This design comes from an exercise in tuning for small area on the open sky130 flow, not from production work. Where RTL was checked, it was by simulation tests only, not by an equivalence proof against the original. Only the layout flow was run in run 2; the RTL was not checked for function there. Power is estimated from default activity; no workload was simulated.

==> flow/design.v (outline; a module is shown in full before it is edited, if it fits) <==
// module rv_inv: 1 lines
// module rv_nand2: 1 lines
// module rv_nand3: 1 lines
// module rv_nand4: 1 lines
// module rv_nor2: 1 lines
// module rv_and2: 1 lines
// module rv_and3: 1 lines
// module rv_and4: 1 lines
// module rv_or2: 1 lines
// module rv_or3: 1 lines
// module rv_or4: 1 lines
// module rv_xor2: 1 lines
// module rv_xnor2: 1 lines
// module rv_o21ai: 1 lines
// module rv_o21a: 1 lines
// module rv_a21o: 1 lines
// module rv_a21oi: 1 lines
// module rv_o22a: 1 lines
// module rv_ao22: 1 lines
// module rv_a221o: 1 lines
// module rv_aoi222: 3 lines
// module rv_decoder: 54 lines
// module rv_regfile: 79 lines
// module rv_alu: 1195 lines
// module rv_branch_unit: 499 lines
// module rv_writeback: 43 lines
// module rv_ctl: 83 lines
// module rv_exec_core: 166 lines
module rv_exec_core
(
  input  logic              clk,
  input  logic              rstn,
  input  logic              instr_valid_i,
  input  rv_pkg::instr_t    instr_i,
  input  rv_pkg::word_t     pc_i,
  output logic              wb_valid_o,
  output logic              wb_we_o,
  output rv_pkg::reg_addr_t wb_dst_o,
  output rv_pkg::word_t     wb_data_o,
  output logic              br_valid_o,
  output logic              br_taken_o,
  output rv_pkg::word_t     br_target_o
);
  // ...
==> flow/flow/run.sh <==
#!/bin/bash
# The standard layout (standard.sh, all steps), except that the input and
# output port buffers use the smallest buffer cell instead of the default
# clkdlybuf4s50_1. Every port still gets its own buffer.
set -euo pipefail
export BUFFER_PORTS_ARGS="-buffer_cell sky130_fd_sc_hd__buf_1"
bash standard.sh > standard.log 2>&1
==> flow/standard.sh <==
#!/bin/bash
# synth_recipe.tcl (not shown) runs the flow's synth.tcl, then flattens the netlist and writes it again
# the make line also repeats each setting of config.mk as NAME=value (left out here)
make -C /OpenROAD-flow-scripts/flow DESIGN_CONFIG=/design/flow/config.mk WORK_HOME=/design/flow/orfs CLKGATE_MAP_FILE= SYNTH_SCRIPT=/design/flow/synth_recipe.tcl "${@:-finish}"
==> flow/config.mk <==
export PLATFORM = sky130hd
export DESIGN_NAME = rv_exec_core
export DESIGN_NICKNAME = rv_exec_core
export VERILOG_FILES = /design/flow/design.v
export SDC_FILE = /design/flow/constraint.sdc
export NUM_CORES = 4
export LEC_CHECK = 0
export CAP_MARGIN = 20
export CORE_MARGIN = 2
export CORE_UTILIZATION = 50
export CTS_BUF_LIST = sky130_fd_sc_hd__clkbuf_16
export CTS_CLUSTER_DIAMETER = 80
export CTS_CLUSTER_SIZE = 24
export SETUP_SLACK_MARGIN = 0.35
export SLEW_MARGIN = 20
export SYNTH_HIERARCHICAL = 1
export SYNTH_MINIMUM_KEEP_SIZE = 0
==> flow/constraint.sdc <==
create_clock -name core_clock -period 6.0 [get_ports {clk}]
set_input_delay 1.2000 -clock core_clock [delete_from_list [all_inputs] [get_ports {clk}]]
set_output_delay 1.2000 -clock core_clock [all_outputs]
set_load 0.01 [all_outputs]
==> out/qor.yml, run 1 <==
global_routing:
  grt_use_met1: 0.616
  grt.overflow.total: 0
  grt_usage: 0.476
cells_and_area:
  multi_input_area_share: 0.464
  n_all_buffers: 383
  diodes: 8
  largest_reg_flops: 992
  top_register: "u_regfile.q"
cts:
  cts_hold_buf: 0
  cts.sinks: 1161
  post_cts_buffers: 2
status:
  run_status: "complete, no violations"
yosys:
  syn_nets: 4398
  syn_avg_cell_area_sq_um: 11.4
  synthCells: 4331
  yosys_warnings: 13
power_and_ir_drop:
  clk-power_mw: 4.78
  p_switching_mw: 4.44
  power-top-group: "registers"
place:
  place_inst: 5904
  placed_area_sq_mm: 0.0533
  post-place-ws_ps: 129
sta:
  min_period_over_period: 0.964
  fin_crit_ps: 5780
  hold_ws_ps: 475
critical_path:
  r2r-end: "u_writeback.wb_data_o[28]$_DFF_P_"
  path_delay_family: "simple AND/OR/NAND/NOR gates"
  crit_end: "u_writeback.wb_data_o[28]$_DFF_P_"
  rrSetupSlack_ps: 220
  critPathCaptureType: "flip-flop"
  crit_fanout: 32
detailed_routing:
  ant_nets: 0
  routed_wl_um: 255000
  drc_errors: 0
flow_run:
  cap_violations: 0
die:
  taps: 1287
==> module rv_regfile, before the edit <==
module rv_regfile
(
  input  logic              clk,
  input  logic              rstn,
  input  rv_pkg::reg_addr_t rs1_addr_i,
  input  rv_pkg::reg_addr_t rs2_addr_i,
  input  logic              rs1_en_i,
  input  logic              rs2_en_i,
  input  logic              alt1_en_i,     
  input  rv_pkg::word_t     alt1_i,
  input  logic              alt2_en_i,     
  input  rv_pkg::word_t     alt2_i,
  input  logic              four_i,        
  input  logic              byp1_i,        
  input  logic              byp2_i,        
  input  rv_pkg::word_t     byp_i,         
  output rv_pkg::word_t     rs1_data_o,
  output rv_pkg::word_t     rs2_data_o,
  input  logic              we_i,
  input  rv_pkg::reg_addr_t dst_i,
  input  rv_pkg::word_t     data_i
);
  logic [32-1:1]  valid;
  logic [32-1:1]  wen, wen_n, sel1, sel2;
  rv_pkg::word_t         q [32];    
  always_ff @(posedge clk, negedge rstn)
  begin
    if (!rstn)
      valid <= '0;
    else
      valid <= valid | wen;
  end
  for (genvar i = 1; i < 32; i++)
  begin : g_reg
    rv_pkg::word_t d;
    assign wen[i]   = we_i && (dst_i == i);
    assign wen_n[i] = ~wen[i];
    assign sel1[i]  = valid[i] && rs1_en_i && (rs1_addr_i == i);
    assign sel2[i]  = valid[i] && rs2_en_i && (rs2_addr_i == i);
    for (genvar b = 0; b < 32; b++)
    begin : g_bit
      rv_ao22 u_hold (.a1(wen[i]), .a2(data_i[b]), .b1(wen_n[i]), .b2(q[i][b]), .y(d[b]));
    end
    always_ff @(posedge clk)
      q[i] <= d;
  end
  for (genvar b = 0; b < 32; b++)
  begin : g_rd
    logic [11:0] t1, t2;
    logic [2:0]  h1, h2;
    for (genvar g = 0; g < 10; g++)
    begin : g_grp
      rv_aoi222 u_r1 (.a1(sel1[3*g+1]), .a2(q[3*g+1][b]), .b1(sel1[3*g+2]), .b2(q[3*g+2][b]),
                      .c1(sel1[3*g+3]), .c2(q[3*g+3][b]), .y(t1[g]));
      rv_aoi222 u_r2 (.a1(sel2[3*g+1]), .a2(q[3*g+1][b]), .b1(sel2[3*g+2]), .b2(q[3*g+2][b]),
                      .c1(sel2[3*g+3]), .c2(q[3*g+3][b]), .y(t2[g]));
    end
    rv_aoi222 u_l1 (.a1(sel1[31]), .a2(q[31][b]), .b1(alt1_en_i), .b2(alt1_i[b]),
                    .c1(byp1_i), .c2(byp_i[b]), .y(t1[10]));
    rv_and4  u_m1a (.a(t1[0]), .b(t1[1]), .c(t1[2]),  .d(t1[3]),  .y(h1[0]));
    rv_and4  u_m1b (.a(t1[4]), .b(t1[5]), .c(t1[6]),  .d(t1[7]),  .y(h1[1]));
    rv_and3  u_m1c (.a(t1[8]), .b(t1[9]), .c(t1[10]),             .y(h1[2]));
    rv_nand3 u_o1  (.a(h1[0]), .b(h1[1]), .c(h1[2]), .y(rs1_data_o[b]));
    rv_aoi222 u_l2 (.a1(sel2[31]), .a2(q[31][b]), .b1(alt2_en_i), .b2(alt2_i[b]),
                    .c1(byp2_i), .c2(byp_i[b]), .y(t2[10]));
    if (b == 2)
    begin : g_four
      rv_nand2 u_l2b (.a(four_i), .b(four_i), .y(t2[11]));
      rv_and4  u_m2c (.a(t2[8]), .b(t2[9]), .c(t2[10]), .d(t2[11]), .y(h2[2]));
    end
    else
    begin : g_alt
      rv_and3  u_m2c (.a(t2[8]), .b(t2[9]), .c(t2[10]), .y(h2[2]));
    end
    rv_and4  u_m2a (.a(t2[0]), .b(t2[1]), .c(t2[2]),  .d(t2[3]),  .y(h2[0]));
    rv_and4  u_m2b (.a(t2[4]), .b(t2[5]), .c(t2[6]),  .d(t2[7]),  .y(h2[1]));
    rv_nand3 u_o2  (.a(h2[0]), .b(h2[1]), .c(h2[2]), .y(rs2_data_o[b]));
  end
endmodule
==> module rv_ctl, before the edit <==
module rv_ctl
(
  input  logic       valid,
  input  logic [2:0] cls,          
  input  logic [2:0] f3,
  input  logic       alt,          
  input  logic [4:0] rd,
  input  logic [4:0] shamt,
  input  logic       a31,
  input  logic       cout,
  input  logic       pn31,         
  input  logic       neq,
  output logic       ps, ai, four,
  output logic       sub, subn, m1, m2,
  output logic [3:0] sl, sr, sn,
  output logic       sl16, sr16, sn16, fill, fill_n,
  output logic       s_sum, s_t, s_lui, s_slt, ltv,
  output logic       fu, fj, fb, f4, fjb, fuj, jalr, njalr,
  output logic       we, taken
);
  logic is_op, is_opimm, is_lui, is_auipc, is_jal, is_jalr, is_br, alu;
  logic left, sh_s, xor_s, or_s, and_s, lt_s, lt_u;
  assign is_op    = (cls == 3'b010);
  assign is_opimm = (cls == 3'b000);
  assign is_lui   = (cls == 3'b011);
  assign is_auipc = (cls == 3'b001);
  assign is_jal   = (cls == 3'b111);
  assign is_jalr  = (cls == 3'b101);
  assign is_br    = (cls == 3'b100);
  assign alu      = ~cls[2] & ~cls[0];
  assign ps   = is_jal;
  assign ai   = is_opimm | is_jalr;
  assign four = is_jal;
  assign sub  = is_br | (alu & (f3[2:1] == 2'b01)) | (is_op & alt & (f3 == 3'b000));
  assign subn = ~sub;
  assign xor_s = alu & (f3 == 3'b100);
  assign or_s  = alu & (f3 == 3'b110);
  assign and_s = alu & (f3 == 3'b111);
  assign m1    = ~(xor_s | or_s);
  assign m2    = ~(and_s | or_s);
  assign left = ~f3[2];
  assign sh_s = alu & (f3[1:0] == 2'b01);
  for (genvar j = 0; j < 4; j++)
  begin : g_sh
    assign sl[j] = left & shamt[j];
    assign sr[j] = ~left & shamt[j];
    assign sn[j] = ~shamt[j];
  end
  assign sl16   = sh_s & left & shamt[4];
  assign sr16   = sh_s & ~left & shamt[4];
  assign sn16   = sh_s & ~shamt[4];
  assign fill   = alt & a31;
  assign fill_n = ~fill;
  assign lt_u  = ~cout;
  assign lt_s  = ~pn31 ^ cout;
  assign s_sum = (alu & (f3 == 3'b000)) | is_jal;
  assign s_t   = is_auipc | is_jalr;
  assign s_lui = is_lui;
  assign s_slt = alu & (f3[2:1] == 2'b01);
  assign ltv   = f3[0] ? lt_u : lt_s;
  assign fu    = is_auipc;
  assign fj    = is_jal;
  assign fb    = is_br;
  assign f4    = is_jalr;
  assign fjb   = is_jal | is_br;
  assign fuj   = is_auipc | is_jal;
  assign jalr  = is_jalr;
  assign njalr = ~is_jalr;
  assign we = valid & ~is_br & (rd != 5'd0);
  always_comb
  begin
    case (f3)
      3'b000:  taken = ~neq;
      3'b001:  taken = neq;
      3'b100:  taken = lt_s;
      3'b101:  taken = ~lt_s;
      3'b110:  taken = lt_u;
      default: taken = ~lt_u;
    endcase
    if (cls[0])
      taken = 1'b1;      
  end
endmodule
==> run 2: changes to the inputs <==
--- a/flow/design.v
+++ b/flow/design.v
@@ -19,8 +19,6 @@
 module rv_nand4  (input logic a, b, c, d, output logic y);        assign y = ~(a & b & c & d);       endmodule
 module rv_nor2   (input logic a, b, output logic y);              assign y = ~(a | b);               endmodule
 module rv_and2   (input logic a, b, output logic y);              assign y = a & b;                  endmodule
-module rv_and3   (input logic a, b, c, output logic y);           assign y = a & b & c;              endmodule
-module rv_and4   (input logic a, b, c, d, output logic y);        assign y = a & b & c & d;          endmodule
 module rv_or2    (input logic a, b, output logic y);              assign y = a | b;                  endmodule
 module rv_or3    (input logic a, b, c, output logic y);           assign y = a | b | c;              endmodule
 module rv_or4    (input logic a, b, c, d, output logic y);        assign y = a | b | c | d;          endmodule
@@ -105,9 +103,6 @@
   input  logic              alt2_en_i,     
   input  rv_pkg::word_t     alt2_i,
   input  logic              four_i,        
-  input  logic              byp1_i,        
-  input  logic              byp2_i,        
-  input  rv_pkg::word_t     byp_i,         
   output rv_pkg::word_t     rs1_data_o,
   output rv_pkg::word_t     rs2_data_o,
   input  logic              we_i,
@@ -149,26 +144,28 @@
       rv_aoi222 u_r2 (.a1(sel2[3*g+1]), .a2(q[3*g+1][b]), .b1(sel2[3*g+2]), .b2(q[3*g+2][b]),
                       .c1(sel2[3*g+3]), .c2(q[3*g+3][b]), .y(t2[g]));
     end
-    rv_aoi222 u_l1 (.a1(sel1[31]), .a2(q[31][b]), .b1(alt1_en_i), .b2(alt1_i[b]),
-                    .c1(byp1_i), .c2(byp_i[b]), .y(t1[10]));
-    rv_and4  u_m1a (.a(t1[0]), .b(t1[1]), .c(t1[2]),  .d(t1[3]),  .y(h1[0]));
-    rv_and4  u_m1b (.a(t1[4]), .b(t1[5]), .c(t1[6]),  .d(t1[7]),  .y(h1[1]));
-    rv_and3  u_m1c (.a(t1[8]), .b(t1[9]), .c(t1[10]),             .y(h1[2]));
-    rv_nand3 u_o1  (.a(h1[0]), .b(h1[1]), .c(h1[2]), .y(rs1_data_o[b]));
-    rv_aoi222 u_l2 (.a1(sel2[31]), .a2(q[31][b]), .b1(alt2_en_i), .b2(alt2_i[b]),
-                    .c1(byp2_i), .c2(byp_i[b]), .y(t2[10]));
+    rv_nand2 u_l1a (.a(sel1[31]), .b(q[31][b]), .y(t1[10]));
+    rv_nand2 u_l1b (.a(alt1_en_i), .b(alt1_i[b]), .y(t1[11]));
+    rv_nand4 u_m1a (.a(t1[0]), .b(t1[1]), .c(t1[2]),  .d(t1[3]),  .y(h1[0]));
+    rv_nand4 u_m1b (.a(t1[4]), .b(t1[5]), .c(t1[6]),  .d(t1[7]),  .y(h1[1]));
+    rv_nand4 u_m1c (.a(t1[8]), .b(t1[9]), .c(t1[10]), .d(t1[11]), .y(h1[2]));
+    rv_or3   u_o1  (.a(h1[0]), .b(h1[1]), .c(h1[2]), .y(rs1_data_o[b]));
     if (b == 2)
     begin : g_four
-      rv_nand2 u_l2b (.a(four_i), .b(four_i), .y(t2[11]));
-      rv_and4  u_m2c (.a(t2[8]), .b(t2[9]), .c(t2[10]), .d(t2[11]), .y(h2[2]));
+      rv_aoi222 u_l2 (.a1(sel2[31]), .a2(q[31][b]), .b1(alt2_en_i), .b2(alt2_i[b]),
+                      .c1(four_i), .c2(four_i), .y(t2[10]));
+      rv_nand3 u_m2c (.a(t2[8]), .b(t2[9]), .c(t2[10]), .y(h2[2]));
+      assign t2[11] = 1'b1;
     end
     else
     begin : g_alt
-      rv_and3  u_m2c (.a(t2[8]), .b(t2[9]), .c(t2[10]), .y(h2[2]));
+      rv_nand2 u_l2a (.a(sel2[31]), .b(q[31][b]), .y(t2[10]));
+      rv_nand2 u_l2b (.a(alt2_en_i), .b(alt2_i[b]), .y(t2[11]));
+      rv_nand4 u_m2c (.a(t2[8]), .b(t2[9]), .c(t2[10]), .d(t2[11]), .y(h2[2]));
     end
-    rv_and4  u_m2a (.a(t2[0]), .b(t2[1]), .c(t2[2]),  .d(t2[3]),  .y(h2[0]));
-    rv_and4  u_m2b (.a(t2[4]), .b(t2[5]), .c(t2[6]),  .d(t2[7]),  .y(h2[1]));
-    rv_nand3 u_o2  (.a(h2[0]), .b(h2[1]), .c(h2[2]), .y(rs2_data_o[b]));
+    rv_nand4 u_m2a (.a(t2[0]), .b(t2[1]), .c(t2[2]),  .d(t2[3]),  .y(h2[0]));
+    rv_nand4 u_m2b (.a(t2[4]), .b(t2[5]), .c(t2[6]),  .d(t2[7]),  .y(h2[1]));
+    rv_or3   u_o2  (.a(h2[0]), .b(h2[1]), .c(h2[2]), .y(rs2_data_o[b]));
   end
 endmodule
 `timescale 1ns/1ps
@@ -1500,96 +1497,153 @@
   logic n_P120;
   logic n_G121;
   logic n_P122;
-  logic n_G123;
+  logic n_i123;
   logic n_G124;
-  logic n_P125;
-  logic n_G126;
-  logic n_P127;
-  logic n_G128;
+  logic n_G125;
+  logic n_i126;
+  logic n_G127;
+  logic n_i128;
   logic n_P129;
   logic n_G130;
   logic n_P131;
-  logic n_G132;
-  logic n_P133;
-  logic n_G134;
+  logic n_i132;
+  logic n_G133;
+  logic n_i134;
   logic n_P135;
-  logic n_i136;
-  logic n_G137;
-  logic n_G138;
-  logic n_P139;
-  logic n_G140;
+  logic n_G136;
+  logic n_P137;
+  logic n_i138;
+  logic n_G139;
+  logic n_i140;
   logic n_P141;
   logic n_G142;
-  logic n_G143;
+  logic n_P143;
   logic n_i144;
   logic n_G145;
   logic n_i146;
-  logic n_G147;
-  logic n_i148;
-  logic n_G149;
-  logic n_G150;
+  logic n_P147;
+  logic n_G148;
+  logic n_P149;
+  logic n_i150;
   logic n_G151;
-  logic n_G152;
-  logic n_G153;
+  logic n_i152;
+  logic n_P153;
   logic n_G154;
-  logic n_G155;
-  logic n_G156;
-  logic n_i157;
-  logic n_G158;
-  logic n_G159;
-  logic n_i160;
-  logic n_G161;
-  logic n_G162;
-  logic n_i163;
-  logic n_G164;
-  logic n_i165;
-  logic n_G166;
-  logic n_i167;
+  logic n_P155;
+  logic n_i156;
+  logic n_G157;
+  logic n_i158;
+  logic n_P159;
+  logic n_G160;
+  logic n_P161;
+  logic n_i162;
+  logic n_G163;
+  logic n_i164;
+  logic n_P165;
+  logic n_i166;
+  logic n_G167;
   logic n_G168;
   logic n_G169;
-  logic n_i170;
+  logic n_G170;
   logic n_G171;
-  logic n_i172;
+  logic n_P172;
   logic n_G173;
-  logic n_i174;
-  logic n_G175;
-  logic n_G176;
-  logic n_i177;
-  logic n_G178;
-  logic n_i179;
-  logic n_G180;
-  logic n_i181;
-  logic n_G182;
-  logic n_s183;
-  logic n_s184;
-  logic n_s185;
-  logic n_s186;
-  logic n_s187;
-  logic n_s188;
-  logic n_s189;
-  logic n_s190;
-  logic n_s191;
-  logic n_s192;
-  logic n_s193;
-  logic n_s194;
-  logic n_s195;
-  logic n_s196;
-  logic n_s197;
-  logic n_s198;
-  logic n_s199;
-  logic n_s200;
-  logic n_s201;
-  logic n_s202;
-  logic n_s203;
-  logic n_s204;
-  logic n_s205;
-  logic n_s206;
-  logic n_s207;
-  logic n_s208;
-  logic n_s209;
-  logic n_s210;
-  logic n_s211;
-  logic n_s212;
+  logic n_P174;
+  logic n_i175;
+  logic n_i176;
+  logic n_G177;
+  logic n_P178;
+  logic n_G179;
+  logic n_P180;
+  logic n_G181;
+  logic n_P182;
+  logic n_G183;
+  logic n_P184;
+  logic n_i185;
+  logic n_i186;
+  logic n_G187;
+  logic n_P188;
+  logic n_G189;
+  logic n_P190;
+  logic n_G191;
+  logic n_P192;
+  logic n_G193;
+  logic n_P194;
+  logic n_i195;
+  logic n_i196;
+  logic n_G197;
+  logic n_P198;
+  logic n_i199;
+  logic n_G200;
+  logic n_G201;
+  logic n_G202;
+  logic n_G203;
+  logic n_G204;
+  logic n_G205;
+  logic n_G206;
+  logic n_G207;
+  logic n_i208;
+  logic n_G209;
+  logic n_i210;
+  logic n_P211;
+  logic n_G212;
+  logic n_P213;
+  logic n_G214;
+  logic n_P215;
+  logic n_G216;
+  logic n_P217;
+  logic n_G218;
+  logic n_P219;
+  logic n_G220;
+  logic n_P221;
+  logic n_G222;
+  logic n_P223;
+  logic n_i224;
+  logic n_G225;
+  logic n_G226;
+  logic n_G227;
+  logic n_G228;
+  logic n_G229;
+  logic n_G230;
+  logic n_G231;
+  logic n_G232;
+  logic n_G233;
+  logic n_G234;
+  logic n_G235;
+  logic n_G236;
+  logic n_G237;
+  logic n_G238;
+  logic n_G239;
+  logic n_s240;
+  logic n_s241;
+  logic n_s242;
+  logic n_s243;
+  logic n_s244;
+  logic n_s245;
+  logic n_s246;
+  logic n_s247;
+  logic n_s248;
+  logic n_s249;
+  logic n_s250;
+  logic n_s251;
+  logic n_s252;
+  logic n_s253;
+  logic n_s254;
+  logic n_s255;
+  logic n_s256;
+  logic n_s257;
+  logic n_s258;
+  logic n_s259;
+  logic n_s260;
+  logic n_s261;
+  logic n_s262;
+  logic n_s263;
+  logic n_s264;
+  logic n_s265;
+  logic n_s266;
+  logic n_s267;
+  logic n_s268;
+  logic n_s269;
   rv_ao22 u_0 (.a1(fj), .a2(ins[21]), .b1(fb), .b2(ins[8]), .y(n_im1));
   rv_a221o u_1 (.a1(fj), .a2(ins[22]), .b1(fb), .b2(ins[9]), .c1(f4), .y(n_im2));
   rv_ao22 u_2 (.a1(fj), .a2(ins[23]), .b1(fb), .b2(ins[10]), .y(n_im3));
@@ -1712,160 +1766,217 @@
   rv_nor2 u_119 (.a(n_pn85), .b(n_pn83), .y(n_P120));
   rv_o21ai u_120 (.a1(n_pn89), .a2(n_gn88), .b1(n_gn90), .y(n_G121));
   rv_nor2 u_121 (.a(n_pn89), .b(n_pn87), .y(n_P122));
-  rv_a21o u_122 (.a1(n_P96), .a2(n_G94), .b1(n_G95), .y(n_G123));
-  rv_a21oi u_123 (.a1(n_P100), .a2(n_G97), .b1(n_G99), .y(n_G124));
-  rv_nand2 u_124 (.a(n_P100), .b(n_P98), .y(n_P125));
-  rv_a21oi u_125 (.a1(n_P104), .a2(n_G101), .b1(n_G103), .y(n_G126));
-  rv_nand2 u_126 (.a(n_P104), .b(n_P102), .y(n_P127));
-  rv_a21oi u_127 (.a1(n_P108), .a2(n_G105), .b1(n_G107), .y(n_G128));
-  rv_nand2 u_128 (.a(n_P108), .b(n_P106), .y(n_P129));
-  rv_a21oi u_129 (.a1(n_P112), .a2(n_G109), .b1(n_G111), .y(n_G130));
-  rv_nand2 u_130 (.a(n_P112), .b(n_P110), .y(n_P131));
-  rv_a21oi u_131 (.a1(n_P116), .a2(n_G113), .b1(n_G115), .y(n_G132));
-  rv_nand2 u_132 (.a(n_P116), .b(n_P114), .y(n_P133));
-  rv_a21oi u_133 (.a1(n_P120), .a2(n_G117), .b1(n_G119), .y(n_G134));
-  rv_nand2 u_134 (.a(n_P120), .b(n_P118), .y(n_P135));
-  rv_inv u_135 (.a(n_G123), .y(n_i136));
-  rv_o21ai u_136 (.a1(n_P125), .a2(n_i136), .b1(n_G124), .y(n_G137));
-  rv_o21ai u_137 (.a1(n_P129), .a2(n_G126), .b1(n_G128), .y(n_G138));
-  rv_nor2 u_138 (.a(n_P129), .b(n_P127), .y(n_P139));
-  rv_o21ai u_139 (.a1(n_P133), .a2(n_G130), .b1(n_G132), .y(n_G140));
-  rv_nor2 u_140 (.a(n_P133), .b(n_P131), .y(n_P141));
-  rv_a21o u_141 (.a1(n_P139), .a2(n_G137), .b1(n_G138), .y(n_G142));
-  rv_a21o u_142 (.a1(n_P141), .a2(n_G142), .b1(n_G140), .y(n_G143));
-  rv_inv u_143 (.a(n_G137), .y(n_i144));
-  rv_o21ai u_144 (.a1(n_P127), .a2(n_i144), .b1(n_G126), .y(n_G145));
-  rv_inv u_145 (.a(n_G142), .y(n_i146));
-  rv_o21ai u_146 (.a1(n_P131), .a2(n_i146), .b1(n_G130), .y(n_G147));
-  rv_inv u_147 (.a(n_G143), .y(n_i148));
-  rv_o21ai u_148 (.a1(n_P135), .a2(n_i148), .b1(n_G134), .y(n_G149));
-  rv_a21o u_149 (.a1(n_P98), .a2(n_G123), .b1(n_G97), .y(n_G150));
-  rv_a21o u_150 (.a1(n_P102), .a2(n_G137), .b1(n_G101), .y(n_G151));
-  rv_a21o u_151 (.a1(n_P106), .a2(n_G145), .b1(n_G105), .y(n_G152));
-  rv_a21o u_152 (.a1(n_P110), .a2(n_G142), .b1(n_G109), .y(n_G153));
-  rv_a21o u_153 (.a1(n_P114), .a2(n_G147), .b1(n_G113), .y(n_G154));
-  rv_a21o u_154 (.a1(n_P118), .a2(n_G143), .b1(n_G117), .y(n_G155));
-  rv_a21o u_155 (.a1(n_P122), .a2(n_G149), .b1(n_G121), .y(n_G156));
-  rv_inv u_156 (.a(n_G94), .y(n_i157));
-  rv_o21ai u_157 (.a1(n_pn35), .a2(n_i157), .b1(n_gn36), .y(n_G158));
-  rv_o21ai u_158 (.a1(n_pn39), .a2(n_i136), .b1(n_gn40), .y(n_G159));
-  rv_inv u_159 (.a(n_G150), .y(n_i160));
-  rv_o21ai u_160 (.a1(n_pn43), .a2(n_i160), .b1(n_gn44), .y(n_G161));
-  rv_o21ai u_161 (.a1(n_pn47), .a2(n_i144), .b1(n_gn48), .y(n_G162));
-  rv_inv u_162 (.a(n_G151), .y(n_i163));
-  rv_o21ai u_163 (.a1(n_pn51), .a2(n_i163), .b1(n_gn52), .y(n_G164));
-  rv_inv u_164 (.a(n_G145), .y(n_i165));
-  rv_o21ai u_165 (.a1(n_pn55), .a2(n_i165), .b1(n_gn56), .y(n_G166));
-  rv_inv u_166 (.a(n_G152), .y(n_i167));
-  rv_o21ai u_167 (.a1(n_pn59), .a2(n_i167), .b1(n_gn60), .y(n_G168));
-  rv_o21ai u_168 (.a1(n_pn63), .a2(n_i146), .b1(n_gn64), .y(n_G169));
-  rv_inv u_169 (.a(n_G153), .y(n_i170));
-  rv_o21ai u_170 (.a1(n_pn67), .a2(n_i170), .b1(n_gn68), .y(n_G171));
-  rv_inv u_171 (.a(n_G147), .y(n_i172));
-  rv_o21ai u_172 (.a1(n_pn71), .a2(n_i172), .b1(n_gn72), .y(n_G173));
-  rv_inv u_173 (.a(n_G154), .y(n_i174));
-  rv_o21ai u_174 (.a1(n_pn75), .a2(n_i174), .b1(n_gn76), .y(n_G175));
-  rv_o21ai u_175 (.a1(n_pn79), .a2(n_i148), .b1(n_gn80), .y(n_G176));
-  rv_inv u_176 (.a(n_G155), .y(n_i177));
-  rv_o21ai u_177 (.a1(n_pn83), .a2(n_i177), .b1(n_gn84), .y(n_G178));
-  rv_inv u_178 (.a(n_G149), .y(n_i179));
-  rv_o21ai u_179 (.a1(n_pn87), .a2(n_i179), .b1(n_gn88), .y(n_G180));
-  rv_inv u_180 (.a(n_G156), .y(n_i181));
-  rv_o21ai u_181 (.a1(n_pn91), .a2(n_i181), .b1(n_gn92), .y(n_G182));
-  rv_xor2 u_182 (.a(n_pn33), .b(n_gn32), .y(n_s183));
-  rv_xnor2 u_183 (.a(n_pn35), .b(n_G94), .y(n_s184));
-  rv_xnor2 u_184 (.a(n_pn37), .b(n_G158), .y(n_s185));
-  rv_xnor2 u_185 (.a(n_pn39), .b(n_G123), .y(n_s186));
-  rv_xnor2 u_186 (.a(n_pn41), .b(n_G159), .y(n_s187));
-  rv_xnor2 u_187 (.a(n_pn43), .b(n_G150), .y(n_s188));
-  rv_xnor2 u_188 (.a(n_pn45), .b(n_G161), .y(n_s189));
-  rv_xnor2 u_189 (.a(n_pn47), .b(n_G137), .y(n_s190));
-  rv_xnor2 u_190 (.a(n_pn49), .b(n_G162), .y(n_s191));
-  rv_xnor2 u_191 (.a(n_pn51), .b(n_G151), .y(n_s192));
-  rv_xnor2 u_192 (.a(n_pn53), .b(n_G164), .y(n_s193));
-  rv_xnor2 u_193 (.a(n_pn55), .b(n_G145), .y(n_s194));
-  rv_xnor2 u_194 (.a(n_pn57), .b(n_G166), .y(n_s195));
-  rv_xnor2 u_195 (.a(n_pn59), .b(n_G152), .y(n_s196));
-  rv_xnor2 u_196 (.a(n_pn61), .b(n_G168), .y(n_s197));
-  rv_xnor2 u_197 (.a(n_pn63), .b(n_G142), .y(n_s198));
-  rv_xnor2 u_198 (.a(n_pn65), .b(n_G169), .y(n_s199));
-  rv_xnor2 u_199 (.a(n_pn67), .b(n_G153), .y(n_s200));
-  rv_xnor2 u_200 (.a(n_pn69), .b(n_G171), .y(n_s201));
-  rv_xnor2 u_201 (.a(n_pn71), .b(n_G147), .y(n_s202));
-  rv_xnor2 u_202 (.a(n_pn73), .b(n_G173), .y(n_s203));
-  rv_xnor2 u_203 (.a(n_pn75), .b(n_G154), .y(n_s204));
-  rv_xnor2 u_204 (.a(n_pn77), .b(n_G175), .y(n_s205));
-  rv_xnor2 u_205 (.a(n_pn79), .b(n_G143), .y(n_s206));
-  rv_xnor2 u_206 (.a(n_pn81), .b(n_G176), .y(n_s207));
-  rv_xnor2 u_207 (.a(n_pn83), .b(n_G155), .y(n_s208));
-  rv_xnor2 u_208 (.a(n_pn85), .b(n_G178), .y(n_s209));
-  rv_xnor2 u_209 (.a(n_pn87), .b(n_G149), .y(n_s210));
-  rv_xnor2 u_210 (.a(n_pn89), .b(n_G180), .y(n_s211));
-  rv_xnor2 u_211 (.a(n_pn91), .b(n_G156), .y(n_s212));
-  rv_and2 u_212 (.a(njalr), .b(pc[0]), .y(target_o[0]));
-  rv_ao22 u_213 (.a1(jalr), .a2(alu_sum[1]), .b1(njalr), .b2(n_p93), .y(target_o[1]));
-  rv_ao22 u_214 (.a1(jalr), .a2(alu_sum[2]), .b1(njalr), .b2(n_s183), .y(target_o[2]));
-  rv_ao22 u_215 (.a1(jalr), .a2(alu_sum[3]), .b1(njalr), .b2(n_s184), .y(target_o[3]));
-  rv_ao22 u_216 (.a1(jalr), .a2(alu_sum[4]), .b1(njalr), .b2(n_s185), .y(target_o[4]));
-  rv_ao22 u_217 (.a1(jalr), .a2(alu_sum[5]), .b1(njalr), .b2(n_s186), .y(target_o[5]));
-  rv_ao22 u_218 (.a1(jalr), .a2(alu_sum[6]), .b1(njalr), .b2(n_s187), .y(target_o[6]));
-  rv_ao22 u_219 (.a1(jalr), .a2(alu_sum[7]), .b1(njalr), .b2(n_s188), .y(target_o[7]));
-  rv_ao22 u_220 (.a1(jalr), .a2(alu_sum[8]), .b1(njalr), .b2(n_s189), .y(target_o[8]));
-  rv_ao22 u_221 (.a1(jalr), .a2(alu_sum[9]), .b1(njalr), .b2(n_s190), .y(target_o[9]));
-  rv_ao22 u_222 (.a1(jalr), .a2(alu_sum[10]), .b1(njalr), .b2(n_s191), .y(target_o[10]));
-  rv_ao22 u_223 (.a1(jalr), .a2(alu_sum[11]), .b1(njalr), .b2(n_s192), .y(target_o[11]));
-  rv_ao22 u_224 (.a1(jalr), .a2(alu_sum[12]), .b1(njalr), .b2(n_s193), .y(target_o[12]));
-  rv_ao22 u_225 (.a1(jalr), .a2(alu_sum[13]), .b1(njalr), .b2(n_s194), .y(target_o[13]));
-  rv_ao22 u_226 (.a1(jalr), .a2(alu_sum[14]), .b1(njalr), .b2(n_s195), .y(target_o[14]));
-  rv_ao22 u_227 (.a1(jalr), .a2(alu_sum[15]), .b1(njalr), .b2(n_s196), .y(target_o[15]));
-  rv_ao22 u_228 (.a1(jalr), .a2(alu_sum[16]), .b1(njalr), .b2(n_s197), .y(target_o[16]));
-  rv_ao22 u_229 (.a1(jalr), .a2(alu_sum[17]), .b1(njalr), .b2(n_s198), .y(target_o[17]));
-  rv_ao22 u_230 (.a1(jalr), .a2(alu_sum[18]), .b1(njalr), .b2(n_s199), .y(target_o[18]));
-  rv_ao22 u_231 (.a1(jalr), .a2(alu_sum[19]), .b1(njalr), .b2(n_s200), .y(target_o[19]));
-  rv_ao22 u_232 (.a1(jalr), .a2(alu_sum[20]), .b1(njalr), .b2(n_s201), .y(target_o[20]));
-  rv_ao22 u_233 (.a1(jalr), .a2(alu_sum[21]), .b1(njalr), .b2(n_s202), .y(target_o[21]));
-  rv_ao22 u_234 (.a1(jalr), .a2(alu_sum[22]), .b1(njalr), .b2(n_s203), .y(target_o[22]));
-  rv_ao22 u_235 (.a1(jalr), .a2(alu_sum[23]), .b1(njalr), .b2(n_s204), .y(target_o[23]));
-  rv_ao22 u_236 (.a1(jalr), .a2(alu_sum[24]), .b1(njalr), .b2(n_s205), .y(target_o[24]));
-  rv_ao22 u_237 (.a1(jalr), .a2(alu_sum[25]), .b1(njalr), .b2(n_s206), .y(target_o[25]));
-  rv_ao22 u_238 (.a1(jalr), .a2(alu_sum[26]), .b1(njalr), .b2(n_s207), .y(target_o[26]));
-  rv_ao22 u_239 (.a1(jalr), .a2(alu_sum[27]), .b1(njalr), .b2(n_s208), .y(target_o[27]));
-  rv_ao22 u_240 (.a1(jalr), .a2(alu_sum[28]), .b1(njalr), .b2(n_s209), .y(target_o[28]));
-  rv_ao22 u_241 (.a1(jalr), .a2(alu_sum[29]), .b1(njalr), .b2(n_s210), .y(target_o[29]));
-  rv_ao22 u_242 (.a1(jalr), .a2(alu_sum[30]), .b1(njalr), .b2(n_s211), .y(target_o[30]));
-  rv_ao22 u_243 (.a1(jalr), .a2(alu_sum[31]), .b1(njalr), .b2(n_s212), .y(target_o[31]));
+  rv_inv u_122 (.a(n_G94), .y(n_i123));
+  rv_o21ai u_123 (.a1(n_pn35), .a2(n_i123), .b1(n_gn36), .y(n_G124));
+  rv_a21o u_124 (.a1(n_P96), .a2(n_G94), .b1(n_G95), .y(n_G125));
+  rv_inv u_125 (.a(n_G97), .y(n_i126));
+  rv_o21ai u_126 (.a1(n_pn43), .a2(n_i126), .b1(n_gn44), .y(n_G127));
+  rv_inv u_127 (.a(n_P98), .y(n_i128));
+  rv_nor2 u_128 (.a(n_pn43), .b(n_i128), .y(n_P129));
+  rv_a21oi u_129 (.a1(n_P100), .a2(n_G97), .b1(n_G99), .y(n_G130));
+  rv_nand2 u_130 (.a(n_P100), .b(n_P98), .y(n_P131));
+  rv_inv u_131 (.a(n_G101), .y(n_i132));
+  rv_o21ai u_132 (.a1(n_pn51), .a2(n_i132), .b1(n_gn52), .y(n_G133));
+  rv_inv u_133 (.a(n_P102), .y(n_i134));
+  rv_nor2 u_134 (.a(n_pn51), .b(n_i134), .y(n_P135));
+  rv_a21oi u_135 (.a1(n_P104), .a2(n_G101), .b1(n_G103), .y(n_G136));
+  rv_nand2 u_136 (.a(n_P104), .b(n_P102), .y(n_P137));
+  rv_inv u_137 (.a(n_G105), .y(n_i138));
+  rv_o21ai u_138 (.a1(n_pn59), .a2(n_i138), .b1(n_gn60), .y(n_G139));
+  rv_inv u_139 (.a(n_P106), .y(n_i140));
+  rv_nor2 u_140 (.a(n_pn59), .b(n_i140), .y(n_P141));
+  rv_a21oi u_141 (.a1(n_P108), .a2(n_G105), .b1(n_G107), .y(n_G142));
+  rv_nand2 u_142 (.a(n_P108), .b(n_P106), .y(n_P143));
+  rv_inv u_143 (.a(n_G109), .y(n_i144));
+  rv_o21ai u_144 (.a1(n_pn67), .a2(n_i144), .b1(n_gn68), .y(n_G145));
+  rv_inv u_145 (.a(n_P110), .y(n_i146));
+  rv_nor2 u_146 (.a(n_pn67), .b(n_i146), .y(n_P147));
+  rv_a21oi u_147 (.a1(n_P112), .a2(n_G109), .b1(n_G111), .y(n_G148));
+  rv_nand2 u_148 (.a(n_P112), .b(n_P110), .y(n_P149));
+  rv_inv u_149 (.a(n_G113), .y(n_i150));
+  rv_o21ai u_150 (.a1(n_pn75), .a2(n_i150), .b1(n_gn76), .y(n_G151));
+  rv_inv u_151 (.a(n_P114), .y(n_i152));
+  rv_nor2 u_152 (.a(n_pn75), .b(n_i152), .y(n_P153));
+  rv_a21oi u_153 (.a1(n_P116), .a2(n_G113), .b1(n_G115), .y(n_G154));
+  rv_nand2 u_154 (.a(n_P116), .b(n_P114), .y(n_P155));
+  rv_inv u_155 (.a(n_G117), .y(n_i156));
+  rv_o21ai u_156 (.a1(n_pn83), .a2(n_i156), .b1(n_gn84), .y(n_G157));
+  rv_inv u_157 (.a(n_P118), .y(n_i158));
+  rv_nor2 u_158 (.a(n_pn83), .b(n_i158), .y(n_P159));
+  rv_a21oi u_159 (.a1(n_P120), .a2(n_G117), .b1(n_G119), .y(n_G160));
+  rv_nand2 u_160 (.a(n_P120), .b(n_P118), .y(n_P161));
+  rv_inv u_161 (.a(n_G121), .y(n_i162));
+  rv_o21ai u_162 (.a1(n_pn91), .a2(n_i162), .b1(n_gn92), .y(n_G163));
+  rv_inv u_163 (.a(n_P122), .y(n_i164));
+  rv_nor2 u_164 (.a(n_pn91), .b(n_i164), .y(n_P165));
+  rv_inv u_165 (.a(n_G125), .y(n_i166));
+  rv_o21ai u_166 (.a1(n_pn39), .a2(n_i166), .b1(n_gn40), .y(n_G167));
+  rv_o21ai u_167 (.a1(n_i128), .a2(n_i166), .b1(n_i126), .y(n_G168));
+  rv_a21o u_168 (.a1(n_P129), .a2(n_G125), .b1(n_G127), .y(n_G169));
+  rv_o21ai u_169 (.a1(n_P131), .a2(n_i166), .b1(n_G130), .y(n_G170));
+  rv_o21ai u_170 (.a1(n_pn55), .a2(n_G136), .b1(n_gn56), .y(n_G171));
+  rv_nor2 u_171 (.a(n_pn55), .b(n_P137), .y(n_P172));
+  rv_o21ai u_172 (.a1(n_i140), .a2(n_G136), .b1(n_i138), .y(n_G173));
+  rv_nor2 u_173 (.a(n_i140), .b(n_P137), .y(n_P174));
+  rv_inv u_174 (.a(n_P141), .y(n_i175));
+  rv_inv u_175 (.a(n_G139), .y(n_i176));
+  rv_o21ai u_176 (.a1(n_i175), .a2(n_G136), .b1(n_i176), .y(n_G177));
+  rv_nor2 u_177 (.a(n_i175), .b(n_P137), .y(n_P178));
+  rv_o21ai u_178 (.a1(n_P143), .a2(n_G136), .b1(n_G142), .y(n_G179));
+  rv_nor2 u_179 (.a(n_P143), .b(n_P137), .y(n_P180));
+  rv_o21ai u_180 (.a1(n_pn71), .a2(n_G148), .b1(n_gn72), .y(n_G181));
+  rv_nor2 u_181 (.a(n_pn71), .b(n_P149), .y(n_P182));
+  rv_o21ai u_182 (.a1(n_i152), .a2(n_G148), .b1(n_i150), .y(n_G183));
+  rv_nor2 u_183 (.a(n_i152), .b(n_P149), .y(n_P184));
+  rv_inv u_184 (.a(n_P153), .y(n_i185));
+  rv_inv u_185 (.a(n_G151), .y(n_i186));
+  rv_o21ai u_186 (.a1(n_i185), .a2(n_G148), .b1(n_i186), .y(n_G187));
+  rv_nor2 u_187 (.a(n_i185), .b(n_P149), .y(n_P188));
+  rv_o21ai u_188 (.a1(n_P155), .a2(n_G148), .b1(n_G154), .y(n_G189));
+  rv_nor2 u_189 (.a(n_P155), .b(n_P149), .y(n_P190));
+  rv_o21ai u_190 (.a1(n_pn87), .a2(n_G160), .b1(n_gn88), .y(n_G191));
+  rv_nor2 u_191 (.a(n_pn87), .b(n_P161), .y(n_P192));
+  rv_o21ai u_192 (.a1(n_i164), .a2(n_G160), .b1(n_i162), .y(n_G193));
+  rv_nor2 u_193 (.a(n_i164), .b(n_P161), .y(n_P194));
+  rv_inv u_194 (.a(n_P165), .y(n_i195));
+  rv_inv u_195 (.a(n_G163), .y(n_i196));
+  rv_o21ai u_196 (.a1(n_i195), .a2(n_G160), .b1(n_i196), .y(n_G197));
+  rv_nor2 u_197 (.a(n_i195), .b(n_P161), .y(n_P198));
+  rv_inv u_198 (.a(n_G170), .y(n_i199));
+  rv_o21ai u_199 (.a1(n_pn47), .a2(n_i199), .b1(n_gn48), .y(n_G200));
+  rv_o21ai u_200 (.a1(n_i134), .a2(n_i199), .b1(n_i132), .y(n_G201));
+  rv_a21o u_201 (.a1(n_P135), .a2(n_G170), .b1(n_G133), .y(n_G202));
+  rv_o21ai u_202 (.a1(n_P137), .a2(n_i199), .b1(n_G136), .y(n_G203));
+  rv_a21o u_203 (.a1(n_P172), .a2(n_G170), .b1(n_G171), .y(n_G204));
+  rv_a21o u_204 (.a1(n_P174), .a2(n_G170), .b1(n_G173), .y(n_G205));
+  rv_a21o u_205 (.a1(n_P178), .a2(n_G170), .b1(n_G177), .y(n_G206));
+  rv_a21o u_206 (.a1(n_P180), .a2(n_G170), .b1(n_G179), .y(n_G207));
+  rv_inv u_207 (.a(n_G189), .y(n_i208));
+  rv_o21ai u_208 (.a1(n_pn79), .a2(n_i208), .b1(n_gn80), .y(n_G209));
+  rv_inv u_209 (.a(n_P190), .y(n_i210));
+  rv_nor2 u_210 (.a(n_pn79), .b(n_i210), .y(n_P211));
+  rv_o21ai u_211 (.a1(n_i158), .a2(n_i208), .b1(n_i156), .y(n_G212));
+  rv_nor2 u_212 (.a(n_i158), .b(n_i210), .y(n_P213));
+  rv_a21oi u_213 (.a1(n_P159), .a2(n_G189), .b1(n_G157), .y(n_G214));
+  rv_nand2 u_214 (.a(n_P159), .b(n_P190), .y(n_P215));
+  rv_o21ai u_215 (.a1(n_P161), .a2(n_i208), .b1(n_G160), .y(n_G216));
+  rv_nor2 u_216 (.a(n_P161), .b(n_i210), .y(n_P217));
+  rv_a21oi u_217 (.a1(n_P192), .a2(n_G189), .b1(n_G191), .y(n_G218));
+  rv_nand2 u_218 (.a(n_P192), .b(n_P190), .y(n_P219));
+  rv_a21oi u_219 (.a1(n_P194), .a2(n_G189), .b1(n_G193), .y(n_G220));
+  rv_nand2 u_220 (.a(n_P194), .b(n_P190), .y(n_P221));
+  rv_a21oi u_221 (.a1(n_P198), .a2(n_G189), .b1(n_G197), .y(n_G222));
+  rv_nand2 u_222 (.a(n_P198), .b(n_P190), .y(n_P223));
+  rv_inv u_223 (.a(n_G207), .y(n_i224));
+  rv_o21ai u_224 (.a1(n_pn63), .a2(n_i224), .b1(n_gn64), .y(n_G225));
+  rv_o21ai u_225 (.a1(n_i146), .a2(n_i224), .b1(n_i144), .y(n_G226));
+  rv_a21o u_226 (.a1(n_P147), .a2(n_G207), .b1(n_G145), .y(n_G227));
+  rv_o21ai u_227 (.a1(n_P149), .a2(n_i224), .b1(n_G148), .y(n_G228));
+  rv_a21o u_228 (.a1(n_P182), .a2(n_G207), .b1(n_G181), .y(n_G229));
+  rv_a21o u_229 (.a1(n_P184), .a2(n_G207), .b1(n_G183), .y(n_G230));
+  rv_a21o u_230 (.a1(n_P188), .a2(n_G207), .b1(n_G187), .y(n_G231));
+  rv_o21ai u_231 (.a1(n_i210), .a2(n_i224), .b1(n_i208), .y(n_G232));
+  rv_a21o u_232 (.a1(n_P211), .a2(n_G207), .b1(n_G209), .y(n_G233));
+  rv_a21o u_233 (.a1(n_P213), .a2(n_G207), .b1(n_G212), .y(n_G234));
+  rv_o21ai u_234 (.a1(n_P215), .a2(n_i224), .b1(n_G214), .y(n_G235));
+  rv_a21o u_235 (.a1(n_P217), .a2(n_G207), .b1(n_G216), .y(n_G236));
+  rv_o21ai u_236 (.a1(n_P219), .a2(n_i224), .b1(n_G218), .y(n_G237));
+  rv_o21ai u_237 (.a1(n_P221), .a2(n_i224), .b1(n_G220), .y(n_G238));
+  rv_o21ai u_238 (.a1(n_P223), .a2(n_i224), .b1(n_G222), .y(n_G239));
+  rv_xor2 u_239 (.a(n_pn33), .b(n_gn32), .y(n_s240));
+  rv_xnor2 u_240 (.a(n_pn35), .b(n_G94), .y(n_s241));
+  rv_xnor2 u_241 (.a(n_pn37), .b(n_G124), .y(n_s242));
+  rv_xnor2 u_242 (.a(n_pn39), .b(n_G125), .y(n_s243));
+  rv_xnor2 u_243 (.a(n_pn41), .b(n_G167), .y(n_s244));
+  rv_xnor2 u_244 (.a(n_pn43), .b(n_G168), .y(n_s245));
+  rv_xnor2 u_245 (.a(n_pn45), .b(n_G169), .y(n_s246));
+  rv_xnor2 u_246 (.a(n_pn47), .b(n_G170), .y(n_s247));
+  rv_xnor2 u_247 (.a(n_pn49), .b(n_G200), .y(n_s248));
+  rv_xnor2 u_248 (.a(n_pn51), .b(n_G201), .y(n_s249));
+  rv_xnor2 u_249 (.a(n_pn53), .b(n_G202), .y(n_s250));
+  rv_xnor2 u_250 (.a(n_pn55), .b(n_G203), .y(n_s251));
+  rv_xnor2 u_251 (.a(n_pn57), .b(n_G204), .y(n_s252));
+  rv_xnor2 u_252 (.a(n_pn59), .b(n_G205), .y(n_s253));
+  rv_xnor2 u_253 (.a(n_pn61), .b(n_G206), .y(n_s254));
+  rv_xnor2 u_254 (.a(n_pn63), .b(n_G207), .y(n_s255));
+  rv_xnor2 u_255 (.a(n_pn65), .b(n_G225), .y(n_s256));
+  rv_xnor2 u_256 (.a(n_pn67), .b(n_G226), .y(n_s257));
+  rv_xnor2 u_257 (.a(n_pn69), .b(n_G227), .y(n_s258));
+  rv_xnor2 u_258 (.a(n_pn71), .b(n_G228), .y(n_s259));
+  rv_xnor2 u_259 (.a(n_pn73), .b(n_G229), .y(n_s260));
+  rv_xnor2 u_260 (.a(n_pn75), .b(n_G230), .y(n_s261));
+  rv_xnor2 u_261 (.a(n_pn77), .b(n_G231), .y(n_s262));
+  rv_xnor2 u_262 (.a(n_pn79), .b(n_G232), .y(n_s263));
+  rv_xnor2 u_263 (.a(n_pn81), .b(n_G233), .y(n_s264));
+  rv_xnor2 u_264 (.a(n_pn83), .b(n_G234), .y(n_s265));
+  rv_xnor2 u_265 (.a(n_pn85), .b(n_G235), .y(n_s266));
+  rv_xnor2 u_266 (.a(n_pn87), .b(n_G236), .y(n_s267));
+  rv_xnor2 u_267 (.a(n_pn89), .b(n_G237), .y(n_s268));
+  rv_xnor2 u_268 (.a(n_pn91), .b(n_G238), .y(n_s269));
+  rv_and2 u_269 (.a(njalr), .b(pc[0]), .y(target_o[0]));
+  rv_ao22 u_270 (.a1(jalr), .a2(alu_sum[1]), .b1(njalr), .b2(n_p93), .y(target_o[1]));
+  rv_ao22 u_271 (.a1(jalr), .a2(alu_sum[2]), .b1(njalr), .b2(n_s240), .y(target_o[2]));
+  rv_ao22 u_272 (.a1(jalr), .a2(alu_sum[3]), .b1(njalr), .b2(n_s241), .y(target_o[3]));
+  rv_ao22 u_273 (.a1(jalr), .a2(alu_sum[4]), .b1(njalr), .b2(n_s242), .y(target_o[4]));
+  rv_ao22 u_274 (.a1(jalr), .a2(alu_sum[5]), .b1(njalr), .b2(n_s243), .y(target_o[5]));
+  rv_ao22 u_275 (.a1(jalr), .a2(alu_sum[6]), .b1(njalr), .b2(n_s244), .y(target_o[6]));
+  rv_ao22 u_276 (.a1(jalr), .a2(alu_sum[7]), .b1(njalr), .b2(n_s245), .y(target_o[7]));
+  rv_ao22 u_277 (.a1(jalr), .a2(alu_sum[8]), .b1(njalr), .b2(n_s246), .y(target_o[8]));
+  rv_ao22 u_278 (.a1(jalr), .a2(alu_sum[9]), .b1(njalr), .b2(n_s247), .y(target_o[9]));
+  rv_ao22 u_279 (.a1(jalr), .a2(alu_sum[10]), .b1(njalr), .b2(n_s248), .y(target_o[10]));
+  rv_ao22 u_280 (.a1(jalr), .a2(alu_sum[11]), .b1(njalr), .b2(n_s249), .y(target_o[11]));
+  rv_ao22 u_281 (.a1(jalr), .a2(alu_sum[12]), .b1(njalr), .b2(n_s250), .y(target_o[12]));
+  rv_ao22 u_282 (.a1(jalr), .a2(alu_sum[13]), .b1(njalr), .b2(n_s251), .y(target_o[13]));
+  rv_ao22 u_283 (.a1(jalr), .a2(alu_sum[14]), .b1(njalr), .b2(n_s252), .y(target_o[14]));
+  rv_ao22 u_284 (.a1(jalr), .a2(alu_sum[15]), .b1(njalr), .b2(n_s253), .y(target_o[15]));
+  rv_ao22 u_285 (.a1(jalr), .a2(alu_sum[16]), .b1(njalr), .b2(n_s254), .y(target_o[16]));
+  rv_ao22 u_286 (.a1(jalr), .a2(alu_sum[17]), .b1(njalr), .b2(n_s255), .y(target_o[17]));
+  rv_ao22 u_287 (.a1(jalr), .a2(alu_sum[18]), .b1(njalr), .b2(n_s256), .y(target_o[18]));
+  rv_ao22 u_288 (.a1(jalr), .a2(alu_sum[19]), .b1(njalr), .b2(n_s257), .y(target_o[19]));
+  rv_ao22 u_289 (.a1(jalr), .a2(alu_sum[20]), .b1(njalr), .b2(n_s258), .y(target_o[20]));
+  rv_ao22 u_290 (.a1(jalr), .a2(alu_sum[21]), .b1(njalr), .b2(n_s259), .y(target_o[21]));
+  rv_ao22 u_291 (.a1(jalr), .a2(alu_sum[22]), .b1(njalr), .b2(n_s260), .y(target_o[22]));
+  rv_ao22 u_292 (.a1(jalr), .a2(alu_sum[23]), .b1(njalr), .b2(n_s261), .y(target_o[23]));
+  rv_ao22 u_293 (.a1(jalr), .a2(alu_sum[24]), .b1(njalr), .b2(n_s262), .y(target_o[24]));
+  rv_ao22 u_294 (.a1(jalr), .a2(alu_sum[25]), .b1(njalr), .b2(n_s263), .y(target_o[25]));
+  rv_ao22 u_295 (.a1(jalr), .a2(alu_sum[26]), .b1(njalr), .b2(n_s264), .y(target_o[26]));
+  rv_ao22 u_296 (.a1(jalr), .a2(alu_sum[27]), .b1(njalr), .b2(n_s265), .y(target_o[27]));
+  rv_ao22 u_297 (.a1(jalr), .a2(alu_sum[28]), .b1(njalr), .b2(n_s266), .y(target_o[28]));
+  rv_ao22 u_298 (.a1(jalr), .a2(alu_sum[29]), .b1(njalr), .b2(n_s267), .y(target_o[29]));
+  rv_ao22 u_299 (.a1(jalr), .a2(alu_sum[30]), .b1(njalr), .b2(n_s268), .y(target_o[30]));
+  rv_ao22 u_300 (.a1(jalr), .a2(alu_sum[31]), .b1(njalr), .b2(n_s269), .y(target_o[31]));
   assign sum_o[0] = pc[0];
   assign sum_o[1] = n_p93;
-  assign sum_o[2] = n_s183;
-  assign sum_o[3] = n_s184;
-  assign sum_o[4] = n_s185;
-  assign sum_o[5] = n_s186;
-  assign sum_o[6] = n_s187;
-  assign sum_o[7] = n_s188;
-  assign sum_o[8] = n_s189;
-  assign sum_o[9] = n_s190;
-  assign sum_o[10] = n_s191;
-  assign sum_o[11] = n_s192;
-  assign sum_o[12] = n_s193;
-  assign sum_o[13] = n_s194;
-  assign sum_o[14] = n_s195;
-  assign sum_o[15] = n_s196;
-  assign sum_o[16] = n_s197;
-  assign sum_o[17] = n_s198;
-  assign sum_o[18] = n_s199;
-  assign sum_o[19] = n_s200;
-  assign sum_o[20] = n_s201;
-  assign sum_o[21] = n_s202;
-  assign sum_o[22] = n_s203;
-  assign sum_o[23] = n_s204;
-  assign sum_o[24] = n_s205;
-  assign sum_o[25] = n_s206;
-  assign sum_o[26] = n_s207;
-  assign sum_o[27] = n_s208;
-  assign sum_o[28] = n_s209;
-  assign sum_o[29] = n_s210;
-  assign sum_o[30] = n_s211;
-  assign sum_o[31] = n_s212;
+  assign sum_o[2] = n_s240;
+  assign sum_o[3] = n_s241;
+  assign sum_o[4] = n_s242;
+  assign sum_o[5] = n_s243;
+  assign sum_o[6] = n_s244;
+  assign sum_o[7] = n_s245;
+  assign sum_o[8] = n_s246;
+  assign sum_o[9] = n_s247;
+  assign sum_o[10] = n_s248;
+  assign sum_o[11] = n_s249;
+  assign sum_o[12] = n_s250;
+  assign sum_o[13] = n_s251;
+  assign sum_o[14] = n_s252;
+  assign sum_o[15] = n_s253;
+  assign sum_o[16] = n_s254;
+  assign sum_o[17] = n_s255;
+  assign sum_o[18] = n_s256;
+  assign sum_o[19] = n_s257;
+  assign sum_o[20] = n_s258;
+  assign sum_o[21] = n_s259;
+  assign sum_o[22] = n_s260;
+  assign sum_o[23] = n_s261;
+  assign sum_o[24] = n_s262;
+  assign sum_o[25] = n_s263;
+  assign sum_o[26] = n_s264;
+  assign sum_o[27] = n_s265;
+  assign sum_o[28] = n_s266;
+  assign sum_o[29] = n_s267;
+  assign sum_o[30] = n_s268;
+  assign sum_o[31] = n_s269;
 endmodule
 `timescale 1ns/1ps
 module rv_writeback
@@ -1924,7 +2035,7 @@
   input  logic       cout,
   input  logic       pn31,         
   input  logic       neq,
-  output logic       ps, ai, four,
+  output logic       en1, ps, en2, ai, four,
   output logic       sub, subn, m1, m2,
   output logic [3:0] sl, sr, sn,
   output logic       sl16, sr16, sn16, fill, fill_n,
@@ -1942,7 +2053,9 @@
   assign is_jalr  = (cls == 3'b101);
   assign is_br    = (cls == 3'b100);
   assign alu      = ~cls[2] & ~cls[0];
+  assign en1  = ~is_jal;
   assign ps   = is_jal;
+  assign en2  = is_op | is_br;
   assign ai   = is_opimm | is_jalr;
   assign four = is_jal;
   assign sub  = is_br | (alu & (f3[2:1] == 2'b01)) | (is_op & alt & (f3 == 3'b000));
@@ -2014,16 +2127,13 @@
   logic [31:7]       ex_ins;
   logic [2:0]        ex_cls;
   rv_pkg::word_t     ex_pc;
-  logic              ps, ai, four, sub, subn, m1, m2;
+  logic              en1, ps, en2, ai, four, sub, subn, m1, m2;
   logic [3:0]        sl, sr, sn;
   logic              sl16, sr16, sn16, fill, fill_n;
   logic              s_sum, s_t, s_lui, s_slt, ltv;
   logic              fu, fj, fb, f4, fjb, fuj, jalr, njalr, we, taken;
   rv_pkg::word_t     op_a, op_b, result, sum, pn, pcsum, target;
   logic              cout, neq;
-  logic              byp1_q, byp2_q, en1_q, en2_q;
-  logic [2:0]        cls_in;
-  logic              jal_in, rr_in, hit1, hit2;
   rv_decoder u_decoder (
     .clk           ( clk           ),
     .rstn          ( rstn          ),
@@ -2046,7 +2156,7 @@
     .cout   ( cout           ),
     .pn31   ( pn[31]         ),
     .neq    ( neq            ),
-    .ps     ( ps     ), .ai    ( ai     ), .four  ( four  ),
+    .en1    ( en1    ), .ps    ( ps     ), .en2   ( en2   ), .ai    ( ai    ), .four ( four ),
     .sub    ( sub    ), .subn  ( subn   ), .m1    ( m1    ), .m2    ( m2    ),
     .sl     ( sl     ), .sr    ( sr     ), .sn    ( sn    ),
     .sl16   ( sl16   ), .sr16  ( sr16   ), .sn16  ( sn16  ), .fill  ( fill  ), .fill_n ( fill_n ),
@@ -2055,49 +2165,23 @@
     .fjb    ( fjb    ), .fuj   ( fuj    ), .jalr  ( jalr  ), .njalr ( njalr ),
     .we     ( we     ), .taken ( taken  )
   );
-  assign cls_in = {instr_i[6], instr_i[6] ? instr_i[3] : instr_i[5], instr_i[2]};
-  assign jal_in = (cls_in == 3'b111);
-  assign rr_in  = (cls_in == 3'b010) | (cls_in == 3'b100);    
-  assign hit1   = we & (ex_ins[11:7] == instr_i[19:15]);
-  assign hit2   = we & (ex_ins[11:7] == instr_i[24:20]);
-  always_ff @(posedge clk, negedge rstn)
-  begin
-    if (!rstn)
-    begin
-      byp1_q <= 1'b0;
-      byp2_q <= 1'b0;
-    end
-    else
-    begin
-      byp1_q <= ~jal_in & hit1;
-      byp2_q <= rr_in & hit2;
-    end
-  end
-  always_ff @(posedge clk)
-  begin
-    en1_q <= ~jal_in & ~hit1;
-    en2_q <= rr_in & ~hit2;
-  end
   rv_regfile u_regfile (
     .clk        ( clk            ),
     .rstn       ( rstn           ),
     .rs1_addr_i ( ex_ins[19:15]  ),
     .rs2_addr_i ( ex_ins[24:20]  ),
-    .rs1_en_i   ( en1_q          ),
-    .rs2_en_i   ( en2_q          ),
+    .rs1_en_i   ( en1            ),
+    .rs2_en_i   ( en2            ),
     .alt1_en_i  ( ps             ),
     .alt1_i     ( ex_pc          ),
     .alt2_en_i  ( ai             ),
     .alt2_i     ( {{20{ex_ins[31]}}, ex_ins[31:20]} ),
     .four_i     ( four           ),
-    .byp1_i     ( byp1_q         ),
-    .byp2_i     ( byp2_q         ),
-    .byp_i      ( wb_data_o      ),
     .rs1_data_o ( op_a           ),
     .rs2_data_o ( op_b           ),
-    .we_i       ( wb_we_o        ),    
-    .dst_i      ( wb_dst_o       ),
-    .data_i     ( wb_data_o      )
+    .we_i       ( we             ),    
+    .dst_i      ( ex_ins[11:7]   ),
+    .data_i     ( result         )
   );
   rv_alu u_alu (
     .op_a     ( op_a           ),
==> flow/run.sh (new file) <==
#!/bin/bash
# synth_recipe.tcl (not shown) runs the flow's synth.tcl, then flattens the netlist and writes it again
# the make line also repeats each setting of config.mk as NAME=value (left out here)
make -C /OpenROAD-flow-scripts/flow DESIGN_CONFIG=/design/flow/config.mk WORK_HOME=/design/flow/orfs CLKGATE_MAP_FILE= SYNTH_SCRIPT=/design/flow/synth_recipe.tcl finish
==> flow/config.mk (replaced) <==
export PLATFORM = sky130hd
export DESIGN_NAME = rv_exec_core
export DESIGN_NICKNAME = rv_exec_core
export VERILOG_FILES = /design/flow/design.v
export SDC_FILE = /design/flow/constraint.sdc
export NUM_CORES = 4
export LEC_CHECK = 0
export CAP_MARGIN = 20
export CORE_MARGIN = 2
export CORE_UTILIZATION = 55
export SLEW_MARGIN = 20
export SYNTH_HIERARCHICAL = 1
export SYNTH_MINIMUM_KEEP_SIZE = 0
removed: flow/flow/run.sh
removed: flow/standard.sh
==> run 2 against run 1 <==
Now fails the layout checks on negative setup slack. Final cell count grew 7.7%. Critical path type unchanged. Die area shrank 9.8%. Critical endpoint is now u_regfile.q[23][7]$_DFF_P_. Sequential power fell by 2.9%. Area after synthesis is 0.87% lower. Clock power up 55%.
==> out/qor.yml, run 2 <==
status:
  run_status: "failed layout checks"
  so_faults: "negative setup slack"
cells_and_area:
  top_register: "u_regfile.q"
  largest_reg_flops: 992  # unchanged
  mostFrequentLayoutCells: "dfxtp_1 (1115), a22o_1 (1047), a222oi_1 (822)"
  area_growth_pct: 26.7
  final_common_cell: "dfxtp_1"
  fin_nets: 5256
  instances_no_fill: 6466
  drive_gt1_frac: 0.184
detailed_routing:
  vias_per_cell: 8.30
  ant_nets: 0  # unchanged
  firstDrtPassIters: 17
  wl_per_cell_um: 38.0
  drc_errors: 0  # unchanged
  routed_wl_um: 246000  # -3.6%
  drtIter0Drc: 15932
  vias: 53694
sta:
  tns_ps: -7370
  fmaxAchievable_mhz: 160
  min_period_over_period: 1.04  # +0.0798
  fin_crit_ps: 6260  # +479 ps
  slew_violations: 0
  slew-limit-headroom: 0.0954
  setup_viol_count_final: 63
  finalWorstSetupSlack_ps: -263
  worstMarginPinSlew_ps: 1350
  hold_violations: 0
  hold_ws_ps: 457  # -18.9 ps
  fin_skew_ps: 44.4
cts:
  clockBufferDepth: 3
  htreeDepth: 3
  cts_tree: "yes"
  path_clk_slew_ps: 60
  cts_buffers: 114
  cts_hold_buf: 0  # unchanged
  root_buffer: "clkbuf_16"
  clock_latency_ps: 750
  cts.sinks: 1157  # -0.34%
global_routing:
  grt_pass1_wl_um: 339000
  grt_pass1_vias: 48625
  grt_max_degree: 37
  grt_antenna_before_repair: 22
  grt_usage: 0.502  # +0.0266
  grt.overflow.total: 0  # unchanged
critical_path:
  cp-start-kind: "flip-flop"
  critPathLaunch: "u_decoder.ex_cls[1]$_DFF_P_"
  path_class: "flip-flop to flip-flop"
  path_delay_family: "compound AO/OA/AOI/OAI gates"
  r2r_start: "u_decoder.ex_cls[1]$_DFF_P_"
  cp_common_cell: "a222oi_1"
  path_cells: "buf_6 -> nand3_4 -> buf_6 -> and4bb_4 -> and3_4 -> buf_4 -> clkbuf_16 -> a222oi_1 -> nand4_1 -> or3_4 -> nand2_1 -> inv_1 -> a222oi_1 -> a222oi_1 -> a222oi_1 -> a222oi_1 -> a222oi_1 -> nand4_1 -> buf_6 -> buf_12 -> a22o_1"
  worstSetupPathDepth: 21
  crit_fanout: 16  # -50%
  cp_slowest_cell: "a222oi_1"
  r2r-end: "u_regfile.q[23][7]$_DFF_P_"
  path_buf_inv: 7
  critPathCaptureType: "flip-flop"
  slowest_delay_ps: 760
  reg2reg_depth: 21
  crit_required_ps: 6630
  rrSetupSlack_ps: -260  # -480 ps
  crit_end: "u_regfile.q[23][7]$_DFF_P_"
  arrival_ps: 6890
die:
  die-area_sq_mm: 0.0915
  fp.dieH_um: 302
  start_util: 0.554
  row_count: 109
  pin_count: 140
  die_w_um: 302
  core_sq_mm: 0.0884
yosys:
  syn_area_sq_mm: 0.0490
  yosys_warnings: 12  # -1
  synthCells: 4420  # +2.1%
  syn_avg_cell_area_sq_um: 11.1  # -2.9%
  syn_nets: 4487  # +2.0%
place:
  port_buffers: 139
  dp_hpwl_um: 155000
  place_inst: 6165  # +4.4%
  gp_congestion: 1.06
flow_run:
  cap_violations: 0  # unchanged
power_and_ir_drop:
  power_density_mw_per_mm2: 285
  peakVddDrop_v: 0.000433
  power_mw: 17.7
  p_leak_nw: 23.6
min_path:
  min_path_type: "primary input to async pin"
run 2: cell types whose count changed in the layout (fill, tap and decap cells not counted), sizes merged, moves of 13 or more:
cell	previous run	this run
buf	382	597
nand4	18	207
clkdlybuf4s50	0	138
and4	132	3
nand2	141	268
clkbuf	63	177
and3	128	63
or3	1	65
a222oi	885	822
nand3	91	28
clkinv	8	31
nor2	117	136
o21ai	93	106
run 2: cell type report:
cell class	count	area [sq um]
sequential	1157	23400
fill	6710	26300
clock inverter	47	556
clock buffer	168	3260
inverter	63	243
timing repair buffer	744	7540
multi-input combinational	3109	25600
antenna	13	32.5
tap	1165	1460
run 2: worst reg2reg max path, delay by kind of cell (launching register included):
family	cells	cell delay (ps)
simple gates	7	2140
flops	1	380
compound gates	7	2620
buf+inv	7	1060
run 2: how the worst min path moves through the flow:
stage | start | to | depth (start not counted)
after floorplan | u_decoder.ex_valid$_DFF_PN0_ | u_writeback.wb_valid_o$_DFF_PN0_ | 0
after global placement | u_regfile.valid[14]$_DFF_PN0_ | u_regfile.valid[14]$_DFF_PN0_ | 1
after detailed placement | u_regfile.valid[21]$_DFF_PN0_ | u_regfile.valid[21]$_DFF_PN0_ | 1
after CTS | u_regfile.valid[21]$_DFF_PN0_ | u_regfile.valid[21]$_DFF_PN0_ | 1
after global routing | rstn | u_decoder.ex_valid$_DFF_PN0_ | 1
final | rstn | u_writeback.wb_valid_o$_DFF_PN0_ | 1
run 2: metal layers:
layer	global-route usage	vias to the layer above	share of wire
met5	0	-	0.00091
li1	-	21241	-
met3	0.208	1335	0.17
met4	0.377	16	0.098
met2	0.699	5319	0.40
met1	0.619	25783	0.34
run 2: timing repair:
| action | in CTS | in global routing |
|---|---|---|
| cloned | 1 | 13 |
| resized for setup | 33 | 130 |
| setup buffers | 16 | 46 |
| endpoints found under the setup margin | 700 | 989 |
| pin swaps | 31 | 129 |
run 2: report_power, final:
part           switching [mW]  total [mW]  internal, mW
logic                    1.38        2.29         0.911
clock network            3.24        7.39          4.16
registers               0.146        8.01          7.87
total                    4.76        17.7          12.9
run 2: metrics by stage:
step	cell area, sq um	utilization	setup slack [ps]
detailed placement	56700	0.641	-564
floorplan	49000	-	13.8
global route	62000	0.702	-157
finish	62000	0.702	-263
global placement	56500	0.640	-596
CTS	60700	0.687	0.400

-- afterwards: timing with drivers on the ports --
How much do the figures lean on ideal ports? The routed layouts below were timed once more, with nothing changed but the port constraints.
Step 1 sets driving cells, clkbuf_16 on the clock port and buf_2 on the other inputs (assumed; they add their load-dependent delay and slew).
Step 2 times the ports against the registers' clock, not the clock port: input delays grow and output delays shrink by t, the midpoint of the rising clock arrivals with the driver on.
Slacks: ideal ports / drivers / drivers and shift; pairs: ideal ports / drivers.
| run | t (ns) | setup WS [ns] | slew at the worst register clock pin (ns) |
|---|---|---|---|
| run 1 | 0.799 | 0.216 / 0.216 / 0.216 | 0.11 / 0.11 |
| run 2 | 0.812 | -0.263 / -0.263 / -0.263 | 0.07 / 0.07 |
